This design comes from an exercise in tuning for small area, a short achievable clock period and few clock cycles on the open sky130 flow, not from production work.
No functional check of the RTL was part of any run shown here.
No activity file was given, so power comes from the tool's default toggle rates.

==> flow/design.v (outline; a module is shown in full before it is edited, if it fits) <==
// module rtc_fields_to_epoch_seconds_unit: 1249 lines
module rtc_fields_to_epoch_seconds_unit (
  input  logic      clk,
  input  logic      rst,
  input  logic      start,
  output logic      busy,
  input  rfes_pkg::rfes_in_t  fields,
  output logic      done,
  output rfes_pkg::rfes_out_t result,
  input  logic      cfg_write,
  input  logic      cfg_index,
  input  logic      cfg_data
);
  // ...
==> flow/flow/run.sh <==
#!/bin/bash
# Standard layout, with the port buffers made of the smallest buffer cell and
# Yosys's generic fine-grained ABC pass skipped, so that the adders written as
# gates reach full-adder extraction as written.
set -euo pipefail
bash standard.sh SYNTH_ARGS=-noabc BUFFER_PORTS_ARGS="-buffer_cell sky130_fd_sc_hd__buf_1" finish > standard_flow.log 2>&1
==> flow/standard.sh <==
#!/bin/bash
# synth_recipe.tcl (not shown) runs the flow's synth.tcl, then flattens the netlist and writes it again
# the make line also repeats each setting of config.mk as NAME=value (left out here)
make -C /OpenROAD-flow-scripts/flow DESIGN_CONFIG=/design/flow/config.mk WORK_HOME=/design/flow/orfs CLKGATE_MAP_FILE= SYNTH_SCRIPT=/design/flow/synth_recipe.tcl "${@:-finish}"
==> flow/config.mk <==
export PLATFORM = sky130hd
export DESIGN_NAME = rtc_fields_to_epoch_seconds_unit
export DESIGN_NICKNAME = rtc_fields_to_epoch_seconds_unit
export VERILOG_FILES = /design/flow/design.v
export SDC_FILE = /design/flow/constraint.sdc
export NUM_CORES = 4
export LEC_CHECK = 0
export CAP_MARGIN = 20
export CORE_MARGIN = 2
export CORE_UTILIZATION = 40
export CTS_BUF_LIST = sky130_fd_sc_hd__clkbuf_8
export SETUP_SLACK_MARGIN = 5.0
export SLEW_MARGIN = 20
==> flow/constraint.sdc <==
create_clock -name core_clock -period 8.0 [get_ports {clk}]
set_input_delay 1.6000 -clock core_clock [delete_from_list [all_inputs] [get_ports {clk}]]
set_output_delay 1.6000 -clock core_clock [all_outputs]
set_load 0.01 [all_outputs]
==> results.toml, run 1 <==
[pwr]
swShare_pct = 36.3
p_comb_share_pct = 44.2
seq_cell_power_mw = 1.02

[sta]
hold_viol_final = 0
clock.fmax_mhz = 346

[worst_setup_path]
critPathCaptureType = "register"
path_depth = 9
crit_required_ns = 8.33
reg2reg_setup_slack_ns = 5.11
cp.arrival_ns = 3.22
crit_slowest_cell = "fa_1"
cp_max_fo = 14
crit_start = "monb_q[0]$_DFF_P_"
rr_worst_depth = 9

[logic_synthesis]
synth_ff_type = "dfxtp_1"
ys_seq_area_share_pct = 36.4
synth_mux_area_share_pct = 0.560
ys_top_cells_by_area = "dfxtp_1 36%, fa_1 21%, ha_1 8.7%"
syn-mean-instance-area_um2 = 10.2
netlist.area_leader.share_pct = 36.4
synth_edf_count = 0
yosysTopAreaCell = "dfxtp_1"
synthTopCellsByCount = "134 x dfxtp_1, 84 x inv_1, 77 x fa_1"
synth_top_family_by_area = "adder cells"

[cts]
root_buffer = "clkbuf_8"
clk_pin_slew_ns = 0.07
cts.sinks = 134
cts_tree = "done"
cts_resized = 1

[min_path]
hold_path_startpoint = "sec_q[0]$_DFF_P_"
hold-path-cell-count = 0

[global_routing]
antenna_found_initial = 0
grt_max_degree = 34

[final_layout]
drive_above_1_share_pct = 4.95
fin_area_mm2 = 0.00828
num-nonclk-inverters = 84
clockNetworkAreaShare_pct = 4.68
largest_reg_flops = 33
multiInputGateArea_mm2 = 0.00426
multi_input_gates = 472

[floorplan]
row_count = 49
fp.dieW_um = 140

[run_status]
outcome = "timing/DRC/antenna clean"

[route]
wirelength_um = 14500
routed.top_layer = "met4"
==> inputs of run 2 (changes only) <==
--- a/flow/design.v
+++ b/flow/design.v
@@ -937,31 +937,16 @@
   logic t281;
   logic t282;
   logic t283;
   logic t284;
   logic t285;
   logic t286;
   logic t287;
   logic t288;
-  logic t289;
-  logic t290;
-  logic t291;
-  logic t292;
-  logic t293;
-  logic t294;
-  logic t295;
-  logic t296;
-  logic t297;
-  logic t298;
-  logic t299;
-  logic t300;
-  logic t301;
-  logic t302;
-  logic t303;
   assign t93 = ~q_q[0] ^ day_q[0];
   assign t94 = ~q_q[0] & day_q[0];
   assign t95 = ~q_q[1] ^ day_q[1] ^ day_q[0];
   assign t96 = (~q_q[1] & day_q[1]) | (day_q[0] & (~q_q[1] ^ day_q[1]));
   assign t97 = ~q_q[2] ^ day_q[2];
   assign t98 = ~q_q[2] & day_q[2];
   assign t99 = ~q_q[3] ^ day_q[3] ^ day_q[2];
   assign t100 = (~q_q[3] & day_q[3]) | (day_q[2] & (~q_q[3] ^ day_q[3]));
@@ -1118,74 +1103,61 @@
   assign t251 = ~q_q[4] ^ q_q[0] ^ 1'b1;
   assign t252 = (~q_q[4] & q_q[0]) | (1'b1 & (~q_q[4] ^ q_q[0]));
   assign t253 = 1'b1 ^ t201;
   assign t254 = t203 ^ t202;
   assign t255 = t205 ^ t204;
   assign t256 = t207 ^ t206;
   assign t257 = t209 ^ t208;
   assign t258 = t211 ^ t210;
-  assign t259 = t213 ^ t212;
-  assign t260 = t215 ^ t214;
-  assign t261 = 1'b0 ^ 1'b0;
-  assign t262 = 1'b1 & t201;
-  assign t263 = t203 & t202;
-  assign t264 = t205 & t204;
-  assign t265 = t207 & t206;
-  assign t266 = t209 & t208;
-  assign t267 = t211 & t210;
-  assign t268 = t213 & t212;
-  assign t269 = t215 & t214;
-  assign t270 = 1'b0 & 1'b0;
-  assign t271 = t263 | (t254 & t262);
-  assign t272 = t254 & t253;
-  assign t273 = t265 | (t256 & t264);
-  assign t274 = t256 & t255;
-  assign t275 = t267 | (t258 & t266);
-  assign t276 = t258 & t257;
-  assign t277 = t269 | (t260 & t268);
-  assign t278 = t260 & t259;
-  assign t279 = t264 | (t255 & t271);
-  assign t280 = t255 & t272;
-  assign t281 = t273 | (t274 & t271);
-  assign t282 = t274 & t272;
-  assign t283 = t268 | (t259 & t275);
-  assign t284 = t259 & t276;
-  assign t285 = t277 | (t278 & t275);
-  assign t286 = t278 & t276;
-  assign t287 = t266 | (t257 & t281);
-  assign t288 = t257 & t282;
-  assign t289 = t275 | (t276 & t281);
-  assign t290 = t276 & t282;
-  assign t291 = t283 | (t284 & t281);
-  assign t292 = t284 & t282;
-  assign t293 = t285 | (t286 & t281);
-  assign t294 = t286 & t282;
-  assign t295 = t270 | (t261 & t293);
-  assign t296 = t254 ^ t262;
-  assign t297 = t255 ^ t271;
-  assign t298 = t256 ^ t279;
-  assign t299 = t257 ^ t281;
-  assign t300 = t258 ^ t287;
-  assign t301 = t259 ^ t289;
-  assign t302 = t260 ^ t291;
-  assign t303 = t261 ^ t293;
+  assign t259 = 1'b0 ^ 1'b0;
+  assign t260 = 1'b1 & t201;
+  assign t261 = t203 & t202;
+  assign t262 = t205 & t204;
+  assign t263 = t207 & t206;
+  assign t264 = t209 & t208;
+  assign t265 = t211 & t210;
+  assign t266 = 1'b0 & 1'b0;
+  assign t267 = t261 | (t254 & t260);
+  assign t268 = t254 & t253;
+  assign t269 = t263 | (t256 & t262);
+  assign t270 = t256 & t255;
+  assign t271 = t265 | (t258 & t264);
+  assign t272 = t258 & t257;
+  assign t273 = t262 | (t255 & t267);
+  assign t274 = t255 & t268;
+  assign t275 = t269 | (t270 & t267);
+  assign t276 = t270 & t268;
+  assign t277 = t266 | (t259 & t271);
+  assign t278 = t264 | (t257 & t275);
+  assign t279 = t257 & t276;
+  assign t280 = t271 | (t272 & t275);
+  assign t281 = t272 & t276;
+  assign t282 = t277 | (t259 & t275);
+  assign t283 = t254 ^ t260;
+  assign t284 = t255 ^ t267;
+  assign t285 = t256 ^ t273;
+  assign t286 = t257 ^ t275;
+  assign t287 = t258 ^ t278;
+  assign t288 = t259 ^ t280;
   logic        v2_q;
   logic        err2_q;
   logic        lo_q_0;
   logic        lo_q_1;
   logic        lo_q_2;
   logic        lo_q_3;
   logic        lo_q_4;
   logic        lo_q_5;
   logic        lo_q_6;
   logic        lo_q_7;
-  logic        lo_q_8;
-  logic        lo_q_9;
   logic        cy_q;
+  logic        cs0_q_8;
+  logic        cs1_q_8;
+  logic        cs0_q_9;
+  logic        cs1_q_9;
   logic        cs0_q_10;
   logic        cs1_q_10;
   logic        cs0_q_11;
   logic        cs1_q_11;
   logic        cs0_q_12;
   logic        cs1_q_12;
   logic        cs0_q_13;
   logic        cs1_q_13;
@@ -1230,24 +1202,26 @@
       v2_q <= v_q;
     end
   end
   always_ff @(posedge clk) begin
     err2_q <= err_q;
     lo_q_0 <= sec_q[0];
     lo_q_1 <= sec_q[1];
     lo_q_2 <= t253;
-    lo_q_3 <= t296;
-    lo_q_4 <= t297;
-    lo_q_5 <= t298;
-    lo_q_6 <= t299;
-    lo_q_7 <= t300;
-    lo_q_8 <= t301;
-    lo_q_9 <= t302;
-    cy_q <= t303;
+    lo_q_3 <= t283;
+    lo_q_4 <= t284;
+    lo_q_5 <= t285;
+    lo_q_6 <= t286;
+    lo_q_7 <= t287;
+    cy_q <= t288;
+    cs0_q_8 <= t213;
+    cs1_q_8 <= t212;
+    cs0_q_9 <= t215;
+    cs1_q_9 <= t214;
     cs0_q_10 <= t217;
     cs1_q_10 <= t216;
     cs0_q_11 <= t219;
     cs1_q_11 <= t218;
     cs0_q_12 <= t221;
     cs1_q_12 <= t220;
     cs0_q_13 <= t223;
     cs1_q_13 <= t222;
@@ -1281,16 +1255,31 @@
     cs1_q_27 <= t250;
     cs0_q_28 <= q_q[1];
     cs1_q_28 <= t252;
     cs0_q_29 <= q_q[2];
     cs1_q_29 <= 1'b1;
     cs0_q_30 <= q_q[3];
     cs0_q_31 <= q_q[4];
   end
+  logic t289;
+  logic t290;
+  logic t291;
+  logic t292;
+  logic t293;
+  logic t294;
+  logic t295;
+  logic t296;
+  logic t297;
+  logic t298;
+  logic t299;
+  logic t300;
+  logic t301;
+  logic t302;
+  logic t303;
   logic t304;
   logic t305;
   logic t306;
   logic t307;
   logic t308;
   logic t309;
   logic t310;
   logic t311;
@@ -1442,178 +1431,201 @@
   logic t457;
   logic t458;
   logic t459;
   logic t460;
   logic t461;
   logic t462;
   logic t463;
   logic t464;
-  assign t304 = cy_q ^ cy_q;
-  assign t305 = cs0_q_10 ^ cs1_q_10;
-  assign t306 = cs0_q_11 ^ cs1_q_11;
-  assign t307 = cs0_q_12 ^ cs1_q_12;
-  assign t308 = cs0_q_13 ^ cs1_q_13;
-  assign t309 = cs0_q_14 ^ cs1_q_14;
-  assign t310 = cs0_q_15 ^ cs1_q_15;
-  assign t311 = cs0_q_16 ^ cs1_q_16;
-  assign t312 = cs0_q_17 ^ cs1_q_17;
-  assign t313 = cs0_q_18 ^ cs1_q_18;
-  assign t314 = cs0_q_19 ^ cs1_q_19;
-  assign t315 = cs0_q_20 ^ cs1_q_20;
-  assign t316 = cs0_q_21 ^ cs1_q_21;
-  assign t317 = cs0_q_22 ^ cs1_q_22;
-  assign t318 = cs0_q_23 ^ cs1_q_23;
-  assign t319 = cs0_q_24 ^ cs1_q_24;
-  assign t320 = cs0_q_25 ^ cs1_q_25;
-  assign t321 = cs0_q_26 ^ cs1_q_26;
-  assign t322 = cs0_q_27 ^ cs1_q_27;
-  assign t323 = cs0_q_28 ^ cs1_q_28;
-  assign t324 = cs0_q_29 ^ cs1_q_29;
-  assign t325 = cs0_q_30 ^ 1'b0;
-  assign t326 = cs0_q_31 ^ 1'b0;
-  assign t327 = cy_q & cy_q;
-  assign t328 = cs0_q_10 & cs1_q_10;
-  assign t329 = cs0_q_11 & cs1_q_11;
-  assign t330 = cs0_q_12 & cs1_q_12;
-  assign t331 = cs0_q_13 & cs1_q_13;
-  assign t332 = cs0_q_14 & cs1_q_14;
-  assign t333 = cs0_q_15 & cs1_q_15;
-  assign t334 = cs0_q_16 & cs1_q_16;
-  assign t335 = cs0_q_17 & cs1_q_17;
-  assign t336 = cs0_q_18 & cs1_q_18;
-  assign t337 = cs0_q_19 & cs1_q_19;
-  assign t338 = cs0_q_20 & cs1_q_20;
-  assign t339 = cs0_q_21 & cs1_q_21;
-  assign t340 = cs0_q_22 & cs1_q_22;
-  assign t341 = cs0_q_23 & cs1_q_23;
-  assign t342 = cs0_q_24 & cs1_q_24;
-  assign t343 = cs0_q_25 & cs1_q_25;
-  assign t344 = cs0_q_26 & cs1_q_26;
-  assign t345 = cs0_q_27 & cs1_q_27;
-  assign t346 = cs0_q_28 & cs1_q_28;
-  assign t347 = cs0_q_29 & cs1_q_29;
-  assign t348 = cs0_q_30 & 1'b0;
-  assign t349 = cs0_q_31 & 1'b0;
-  assign t350 = t328 | (t305 & t327);
-  assign t351 = t305 & t304;
-  assign t352 = t330 | (t307 & t329);
-  assign t353 = t307 & t306;
-  assign t354 = t332 | (t309 & t331);
-  assign t355 = t309 & t308;
-  assign t356 = t334 | (t311 & t333);
-  assign t357 = t311 & t310;
-  assign t358 = t336 | (t313 & t335);
-  assign t359 = t313 & t312;
-  assign t360 = t338 | (t315 & t337);
-  assign t361 = t315 & t314;
-  assign t362 = t340 | (t317 & t339);
-  assign t363 = t317 & t316;
-  assign t364 = t342 | (t319 & t341);
-  assign t365 = t319 & t318;
-  assign t366 = t344 | (t321 & t343);
-  assign t367 = t321 & t320;
-  assign t368 = t346 | (t323 & t345);
-  assign t369 = t323 & t322;
-  assign t370 = t348 | (t325 & t347);
-  assign t371 = t325 & t324;
-  assign t372 = t329 | (t306 & t350);
-  assign t373 = t306 & t351;
-  assign t374 = t352 | (t353 & t350);
-  assign t375 = t353 & t351;
-  assign t376 = t333 | (t310 & t354);
-  assign t377 = t310 & t355;
-  assign t378 = t356 | (t357 & t354);
-  assign t379 = t357 & t355;
-  assign t380 = t337 | (t314 & t358);
-  assign t381 = t314 & t359;
-  assign t382 = t360 | (t361 & t358);
-  assign t383 = t361 & t359;
-  assign t384 = t341 | (t318 & t362);
-  assign t385 = t318 & t363;
-  assign t386 = t364 | (t365 & t362);
-  assign t387 = t365 & t363;
-  assign t388 = t345 | (t322 & t366);
-  assign t389 = t322 & t367;
-  assign t390 = t368 | (t369 & t366);
-  assign t391 = t369 & t367;
-  assign t392 = t349 | (t326 & t370);
-  assign t393 = t331 | (t308 & t374);
-  assign t394 = t308 & t375;
-  assign t395 = t354 | (t355 & t374);
-  assign t396 = t355 & t375;
-  assign t397 = t376 | (t377 & t374);
-  assign t398 = t377 & t375;
-  assign t399 = t378 | (t379 & t374);
-  assign t400 = t379 & t375;
-  assign t401 = t339 | (t316 & t382);
-  assign t402 = t316 & t383;
-  assign t403 = t362 | (t363 & t382);
-  assign t404 = t363 & t383;
-  assign t405 = t384 | (t385 & t382);
-  assign t406 = t385 & t383;
-  assign t407 = t386 | (t387 & t382);
-  assign t408 = t387 & t383;
-  assign t409 = t347 | (t324 & t390);
-  assign t410 = t324 & t391;
-  assign t411 = t370 | (t371 & t390);
-  assign t412 = t371 & t391;
-  assign t413 = t392 | (t326 & t390);
-  assign t414 = t335 | (t312 & t399);
-  assign t415 = t312 & t400;
-  assign t416 = t358 | (t359 & t399);
-  assign t417 = t359 & t400;
-  assign t418 = t380 | (t381 & t399);
-  assign t419 = t381 & t400;
-  assign t420 = t382 | (t383 & t399);
-  assign t421 = t383 & t400;
-  assign t422 = t401 | (t402 & t399);
-  assign t423 = t402 & t400;
-  assign t424 = t403 | (t404 & t399);
-  assign t425 = t404 & t400;
-  assign t426 = t405 | (t406 & t399);
-  assign t427 = t406 & t400;
-  assign t428 = t407 | (t408 & t399);
-  assign t429 = t408 & t400;
-  assign t430 = t343 | (t320 & t428);
-  assign t431 = t320 & t429;
-  assign t432 = t366 | (t367 & t428);
-  assign t433 = t367 & t429;
-  assign t434 = t388 | (t389 & t428);
-  assign t435 = t389 & t429;
-  assign t436 = t390 | (t391 & t428);
-  assign t437 = t391 & t429;
-  assign t438 = t409 | (t410 & t428);
-  assign t439 = t410 & t429;
-  assign t440 = t411 | (t412 & t428);
-  assign t441 = t412 & t429;
-  assign t442 = t413 | (t326 & t428);
-  assign t443 = t305 ^ t327;
-  assign t444 = t306 ^ t350;
-  assign t445 = t307 ^ t372;
-  assign t446 = t308 ^ t374;
-  assign t447 = t309 ^ t393;
-  assign t448 = t310 ^ t395;
-  assign t449 = t311 ^ t397;
-  assign t450 = t312 ^ t399;
-  assign t451 = t313 ^ t414;
-  assign t452 = t314 ^ t416;
-  assign t453 = t315 ^ t418;
-  assign t454 = t316 ^ t420;
-  assign t455 = t317 ^ t422;
-  assign t456 = t318 ^ t424;
-  assign t457 = t319 ^ t426;
-  assign t458 = t320 ^ t428;
-  assign t459 = t321 ^ t430;
-  assign t460 = t322 ^ t432;
-  assign t461 = t323 ^ t434;
-  assign t462 = t324 ^ t436;
-  assign t463 = t325 ^ t438;
-  assign t464 = t326 ^ t440;
-  assign epoch = {t464, t463, t462, t461, t460, t459, t458, t457, t456, t455, t454, t453, t452, t451, t450, t449, t448, t447, t446, t445, t444, t443, lo_q_9, lo_q_8, lo_q_7, lo_q_6, lo_q_5, lo_q_4, lo_q_3, lo_q_2, lo_q_1, lo_q_0};
+  logic t465;
+  logic t466;
+  logic t467;
+  logic t468;
+  assign t289 = cy_q ^ cy_q;
+  assign t290 = cs0_q_8 ^ cs1_q_8;
+  assign t291 = cs0_q_9 ^ cs1_q_9;
+  assign t292 = cs0_q_10 ^ cs1_q_10;
+  assign t293 = cs0_q_11 ^ cs1_q_11;
+  assign t294 = cs0_q_12 ^ cs1_q_12;
+  assign t295 = cs0_q_13 ^ cs1_q_13;
+  assign t296 = cs0_q_14 ^ cs1_q_14;
+  assign t297 = cs0_q_15 ^ cs1_q_15;
+  assign t298 = cs0_q_16 ^ cs1_q_16;
+  assign t299 = cs0_q_17 ^ cs1_q_17;
+  assign t300 = cs0_q_18 ^ cs1_q_18;
+  assign t301 = cs0_q_19 ^ cs1_q_19;
+  assign t302 = cs0_q_20 ^ cs1_q_20;
+  assign t303 = cs0_q_21 ^ cs1_q_21;
+  assign t304 = cs0_q_22 ^ cs1_q_22;
+  assign t305 = cs0_q_23 ^ cs1_q_23;
+  assign t306 = cs0_q_24 ^ cs1_q_24;
+  assign t307 = cs0_q_25 ^ cs1_q_25;
+  assign t308 = cs0_q_26 ^ cs1_q_26;
+  assign t309 = cs0_q_27 ^ cs1_q_27;
+  assign t310 = cs0_q_28 ^ cs1_q_28;
+  assign t311 = cs0_q_29 ^ cs1_q_29;
+  assign t312 = cs0_q_30 ^ 1'b0;
+  assign t313 = cs0_q_31 ^ 1'b0;
+  assign t314 = cy_q & cy_q;
+  assign t315 = cs0_q_8 & cs1_q_8;
+  assign t316 = cs0_q_9 & cs1_q_9;
+  assign t317 = cs0_q_10 & cs1_q_10;
+  assign t318 = cs0_q_11 & cs1_q_11;
+  assign t319 = cs0_q_12 & cs1_q_12;
+  assign t320 = cs0_q_13 & cs1_q_13;
+  assign t321 = cs0_q_14 & cs1_q_14;
+  assign t322 = cs0_q_15 & cs1_q_15;
+  assign t323 = cs0_q_16 & cs1_q_16;
+  assign t324 = cs0_q_17 & cs1_q_17;
+  assign t325 = cs0_q_18 & cs1_q_18;
+  assign t326 = cs0_q_19 & cs1_q_19;
+  assign t327 = cs0_q_20 & cs1_q_20;
+  assign t328 = cs0_q_21 & cs1_q_21;
+  assign t329 = cs0_q_22 & cs1_q_22;
+  assign t330 = cs0_q_23 & cs1_q_23;
+  assign t331 = cs0_q_24 & cs1_q_24;
+  assign t332 = cs0_q_25 & cs1_q_25;
+  assign t333 = cs0_q_26 & cs1_q_26;
+  assign t334 = cs0_q_27 & cs1_q_27;
+  assign t335 = cs0_q_28 & cs1_q_28;
+  assign t336 = cs0_q_29 & cs1_q_29;
+  assign t337 = cs0_q_30 & 1'b0;
+  assign t338 = cs0_q_31 & 1'b0;
+  assign t339 = t315 | (t290 & t314);
+  assign t340 = t290 & t289;
+  assign t341 = t317 | (t292 & t316);
+  assign t342 = t292 & t291;
+  assign t343 = t319 | (t294 & t318);
+  assign t344 = t294 & t293;
+  assign t345 = t321 | (t296 & t320);
+  assign t346 = t296 & t295;
+  assign t347 = t323 | (t298 & t322);
+  assign t348 = t298 & t297;
+  assign t349 = t325 | (t300 & t324);
+  assign t350 = t300 & t299;
+  assign t351 = t327 | (t302 & t326);
+  assign t352 = t302 & t301;
+  assign t353 = t329 | (t304 & t328);
+  assign t354 = t304 & t303;
+  assign t355 = t331 | (t306 & t330);
+  assign t356 = t306 & t305;
+  assign t357 = t333 | (t308 & t332);
+  assign t358 = t308 & t307;
+  assign t359 = t335 | (t310 & t334);
+  assign t360 = t310 & t309;
+  assign t361 = t337 | (t312 & t336);
+  assign t362 = t312 & t311;
+  assign t363 = t316 | (t291 & t339);
+  assign t364 = t291 & t340;
+  assign t365 = t341 | (t342 & t339);
+  assign t366 = t342 & t340;
+  assign t367 = t320 | (t295 & t343);
+  assign t368 = t295 & t344;
+  assign t369 = t345 | (t346 & t343);
+  assign t370 = t346 & t344;
+  assign t371 = t324 | (t299 & t347);
+  assign t372 = t299 & t348;
+  assign t373 = t349 | (t350 & t347);
+  assign t374 = t350 & t348;
+  assign t375 = t328 | (t303 & t351);
+  assign t376 = t303 & t352;
+  assign t377 = t353 | (t354 & t351);
+  assign t378 = t354 & t352;
+  assign t379 = t332 | (t307 & t355);
+  assign t380 = t307 & t356;
+  assign t381 = t357 | (t358 & t355);
+  assign t382 = t358 & t356;
+  assign t383 = t336 | (t311 & t359);
+  assign t384 = t311 & t360;
+  assign t385 = t361 | (t362 & t359);
+  assign t386 = t362 & t360;
+  assign t387 = t318 | (t293 & t365);
+  assign t388 = t293 & t366;
+  assign t389 = t343 | (t344 & t365);
+  assign t390 = t344 & t366;
+  assign t391 = t367 | (t368 & t365);
+  assign t392 = t368 & t366;
+  assign t393 = t369 | (t370 & t365);
+  assign t394 = t370 & t366;
+  assign t395 = t326 | (t301 & t373);
+  assign t396 = t301 & t374;
+  assign t397 = t351 | (t352 & t373);
+  assign t398 = t352 & t374;
+  assign t399 = t375 | (t376 & t373);
+  assign t400 = t376 & t374;
+  assign t401 = t377 | (t378 & t373);
+  assign t402 = t378 & t374;
+  assign t403 = t334 | (t309 & t381);
+  assign t404 = t309 & t382;
+  assign t405 = t359 | (t360 & t381);
+  assign t406 = t360 & t382;
+  assign t407 = t383 | (t384 & t381);
+  assign t408 = t384 & t382;
+  assign t409 = t385 | (t386 & t381);
+  assign t410 = t386 & t382;
+  assign t411 = t322 | (t297 & t393);
+  assign t412 = t297 & t394;
+  assign t413 = t347 | (t348 & t393);
+  assign t414 = t348 & t394;
+  assign t415 = t371 | (t372 & t393);
+  assign t416 = t372 & t394;
+  assign t417 = t373 | (t374 & t393);
+  assign t418 = t374 & t394;
+  assign t419 = t395 | (t396 & t393);
+  assign t420 = t396 & t394;
+  assign t421 = t397 | (t398 & t393);
+  assign t422 = t398 & t394;
+  assign t423 = t399 | (t400 & t393);
+  assign t424 = t400 & t394;
+  assign t425 = t401 | (t402 & t393);
+  assign t426 = t402 & t394;
+  assign t427 = t338 | (t313 & t409);
+  assign t428 = t330 | (t305 & t425);
+  assign t429 = t305 & t426;
+  assign t430 = t355 | (t356 & t425);
+  assign t431 = t356 & t426;
+  assign t432 = t379 | (t380 & t425);
+  assign t433 = t380 & t426;
+  assign t434 = t381 | (t382 & t425);
+  assign t435 = t382 & t426;
+  assign t436 = t403 | (t404 & t425);
+  assign t437 = t404 & t426;
+  assign t438 = t405 | (t406 & t425);
+  assign t439 = t406 & t426;
+  assign t440 = t407 | (t408 & t425);
+  assign t441 = t408 & t426;
+  assign t442 = t409 | (t410 & t425);
+  assign t443 = t410 & t426;
+  assign t444 = t427 | (t313 & t425);
+  assign t445 = t290 ^ t314;
+  assign t446 = t291 ^ t339;
+  assign t447 = t292 ^ t363;
+  assign t448 = t293 ^ t365;
+  assign t449 = t294 ^ t387;
+  assign t450 = t295 ^ t389;
+  assign t451 = t296 ^ t391;
+  assign t452 = t297 ^ t393;
+  assign t453 = t298 ^ t411;
+  assign t454 = t299 ^ t413;
+  assign t455 = t300 ^ t415;
+  assign t456 = t301 ^ t417;
+  assign t457 = t302 ^ t419;
+  assign t458 = t303 ^ t421;
+  assign t459 = t304 ^ t423;
+  assign t460 = t305 ^ t425;
+  assign t461 = t306 ^ t428;
+  assign t462 = t307 ^ t430;
+  assign t463 = t308 ^ t432;
+  assign t464 = t309 ^ t434;
+  assign t465 = t310 ^ t436;
+  assign t466 = t311 ^ t438;
+  assign t467 = t312 ^ t440;
+  assign t468 = t313 ^ t442;
+  assign epoch = {t468, t467, t466, t465, t464, t463, t462, t461, t460, t459, t458, t457, t456, t455, t454, t453, t452, t451, t450, t449, t448, t447, t446, t445, lo_q_7, lo_q_6, lo_q_5, lo_q_4, lo_q_3, lo_q_2, lo_q_1, lo_q_0};
   logic        v3_q;
   logic [32:0] res_q;
   always_ff @(posedge clk) begin
     if (rst) begin
       v3_q <= 1'b0;
     end else begin
       v3_q <= v2_q;
     end
==> run 2 against run 1 <==
Worst setup slack better by 0.073 ns. Die area up 4.3%. Clock power down 5.0%. Still clean. Critical endpoint is now cs0_q_15$_DFF_P_. Hold slack about the same. Sequential share of layout area down 0.90 points. Clock-buffer cell count up 4. Fmax up 2.6%. Utilization down 0.21 points. Combinational power up 5%. Cell count up 6.5%. Via count up 3.4%. Largest cell class unchanged. Critical path type unchanged.
==> results.toml, run 2 <==
[run_status]
outcome = "timing/DRC/antenna clean"

[global_routing]
gr-usage-all-layers_pct = 15.5
antenna_found_initial = 0
grt_remaining_overflow = 0
grt_pass1_vias = 5116
grt_max_degree = 44
grt_pass1_wl_um = 24800

[final_layout]
final_cell_mix = "136 x dfxtp_1, 87 x buf_1, 86 x inv_1, 76 x fa_1, 51 x ha_1"
fin_area_mm2 = 0.00861
antenna_cells = 0
drive_above_1_share_pct = 4.62
largest_reg_flops = 33
regMostFlops = "res_q"
syn2layout_area_growth_pct = 11.8
layout_commonest_cell = "dfxtp_1"
nets = 1014

[pwr]
internal_power_mw = 1.79
p_per_area_mw_per_mm2 = 332
p_comb_share_pct = 45.5
p_leak_nw = 3.75
power.share.clock_pct = 18.4
power_switching_mw = 1.07
swShare_pct = 37.5
pwr-share-seq_pct = 36.1
irDropWorstVdd_uv = 123
finalPower_mw = 2.86

[min_path]
hold_path_startpoint = "lo_q_6$_DFF_P_"
hp-class = "register to register"

[cts]
cts_inserted_buffers = 17
cts.sinks = 136
htreeDepth = 4
root_buffer = "clkbuf_8"
clk_pin_slew_ns = 0.07
post_cts_buffers = 0
cts_max_path_buffers = 2
insertion_delay_ns = 0.44
cts_tree = "done"

[logic_synthesis]
synthTopCellsByCount = "136 x dfxtp_1, 84 x inv_1, 77 x fa_1"
yosysTopAreaCell = "dfxtp_1"
ys_seq_area_share_pct = 35.3
synth_cell_type_count = 66
yosysWarningCount = 1
synth-seq-cells = 136
syn-mean-instance-area_um2 = 10.1
netlist.area_leader.share_pct = 35.3
synth_ff_type = "dfxtp_1"
synth_edf_count = 0
ys_top_cells_by_area = "dfxtp_1 35%, fa_1 20%, ha_1 8.3%"
yosysMostFrequentCell = "dfxtp_1"
syn_inst = 759
mappedNetlistNets = 941
async_flop_share_pct = 0
syn_area_mm2 = 0.00770

[worst_setup_path]
crit_start = "monb_q[2]$_DFF_P_"
cp-start-kind = "register"
critPathKind = "register to register"
crit_buf_inv = 0
critPathCaptureType = "register"
path_cells = "a21oi_1, o21ai_0, a221o_1, fa_1, fa_1, fa_1"
r2r-start = "monb_q[2]$_DFF_P_"
crit_top_cell = "fa_1"
cp_top_family = "adder cells"
crit_required_ns = 8.32
reg2reg_setup_slack_ns = 5.18
slowest_delay_ns = 0.62
cp_max_fo = 15
crit_slowest_cell = "dfxtp_1"
cp.arrival_ns = 3.14

[route]
routed.top_layer = "met4"
drcViolationCount = 0
firstDrtPassIters = 4
vias_per_cell = 4.82
wl_met3_um = 704
routed-wl-met2_um = 6330
met1_length_um = 7290
post_drt_wl_per_cell_um = 13.2
ant_nets = 0
wirelength_um = 14600
vias = 5325
first_iter_violations = 386

[sta]
min_period_over_period_pct = 35.2
finalSetupTns_ns = 0
hold_viol_final = 0
post-route-min-period_ns = 2.82
fin_skew_ns = 0.0123
worst_slew_pin_slew_ns = 0.602
setup-violations-final = 0
drv_slew = 0
clock.fmax_mhz = 355
rsz0062_at_grt = "no"
worst_hold_slack_ns = 0.327
relSlewSlack_pct = 59.8

[placement]
dpl_cell_area_mm2 = 0.00822
port_buffers = 87
place.gp.congestion = 0.802
dp_hpwl_um = 11500

[floorplan]
row_count = 50
die_height_um = 143
fp.dieW_um = 143
core-area_mm2 = 0.0188
die_area_mm2 = 0.0204
start_util_pct = 40.9
io_pins = 89

[flow_run]
maxCapViolations = 0
run 2: worst register-to-register path, cell delays in order (launching register included):
cell and delay, ns:
dfxtp_1 0.62, a21oi_1 0.12, o21ai_0 0.39, a221o_1 0.22, fa_1 0.42, fa_1 0.51
fa_1 0.41
run 2: cell families after synthesis:
| logic type | synth area share (%) |
|---|---|
| and+or+nand+nor | 10.9 |
| other | 0.0487 |
| muxes | 0.406 |
| DFF | 35.3 |
| buffers and inverters | 5.96 |
| adders and majority gates | 28.4 |
| AOI/OAI and AO/OA | 15.6 |
| xor gates and xnor gates | 3.30 |
run 2: stage by stage:
step,utilization [%],setup slack [ns],instances
after CTS,45.7,5.12,1104
final,45.7,5.18,1104
after detailed placement,43.7,4.76,1073
after floorplan,-,5.00,759
after global placement,43.7,4.80,1073
after global routing,45.7,5.04,1104
run 2: what timing repair did:
item | CTS | global route
hold buffers | 0 | 0
gates resized for setup | 0 | 1
endpoints found under the setup margin | 0 | 1
run 2: cell type report:
cell class | instances | area (um2)
Sequential cell | 136 | 2720
Timing Repair Buffer | 88 | 334
Inverter | 84 | 315
Tap cell | 260 | 325
Clock buffer | 22 | 303
Multi-Input combinational cell | 505 | 4530
Clock inverter | 9 | 75.1
Fill cell | 1796 | 10200
run 2: worst paths after layout:
| check | endpoint | depth (start not counted) |
|---|---|---|
| hold reg to reg | res_q[7]$_DFF_P_ | 0 |
| hold / removal | res_q[7]$_DFF_P_ | 0 |
| setup / recovery | cs0_q_15$_DFF_P_ | 6 |
| setup reg to reg | cs0_q_15$_DFF_P_ | 6 |
run 2: power groups by stage:
stage / sequential [mW] / combinational (mW) / clock [mW]
after floorplan: 1.06 / 0.948 / 0
after global placement: 1.05 / 1.27 / 0
after detailed placement: 1.05 / 1.30 / 0
after CTS: 1.04 / 1.31 / 0.553
after global routing: 1.06 / 1.52 / 0.578
final: 1.03 / 1.30 / 0.527
run 2: routing by layer:
layer  vias up  track usage, %
met5         -               0
met1      2444            22.2
met3        23            3.55
met4         0            5.68
li1       2727               -
met2       131            23.1

## static timing again, ports no longer ideal
The results above use ideal ports. As a check the final layouts listed here were re-extracted and re-timed, cells and wires unchanged. Step 1: set_driving_cell puts a clkbuf_16 on clk and a buf_2 on each other input, an assumption about the parent block. Step 2 also shifts input and output timing later by t, the mid clock arrival at the registers, as if the neighbouring blocks saw the same clock. Three values: ideal ports, drivers, drivers and shift; two values: the first two.
run	shift t [ns]	setup slack, ns	worst slew at a driven data input, ns
run 1	0.467	5.108 / 5.108 / 4.776	0.04
run 2	0.471	5.181 / 5.181 / 4.741	0.03
After both steps every run listed still meets setup and hold. The setup slack of run 2, which loses most, moves by 0.000 ns with the drivers and by -0.440 ns with both steps.
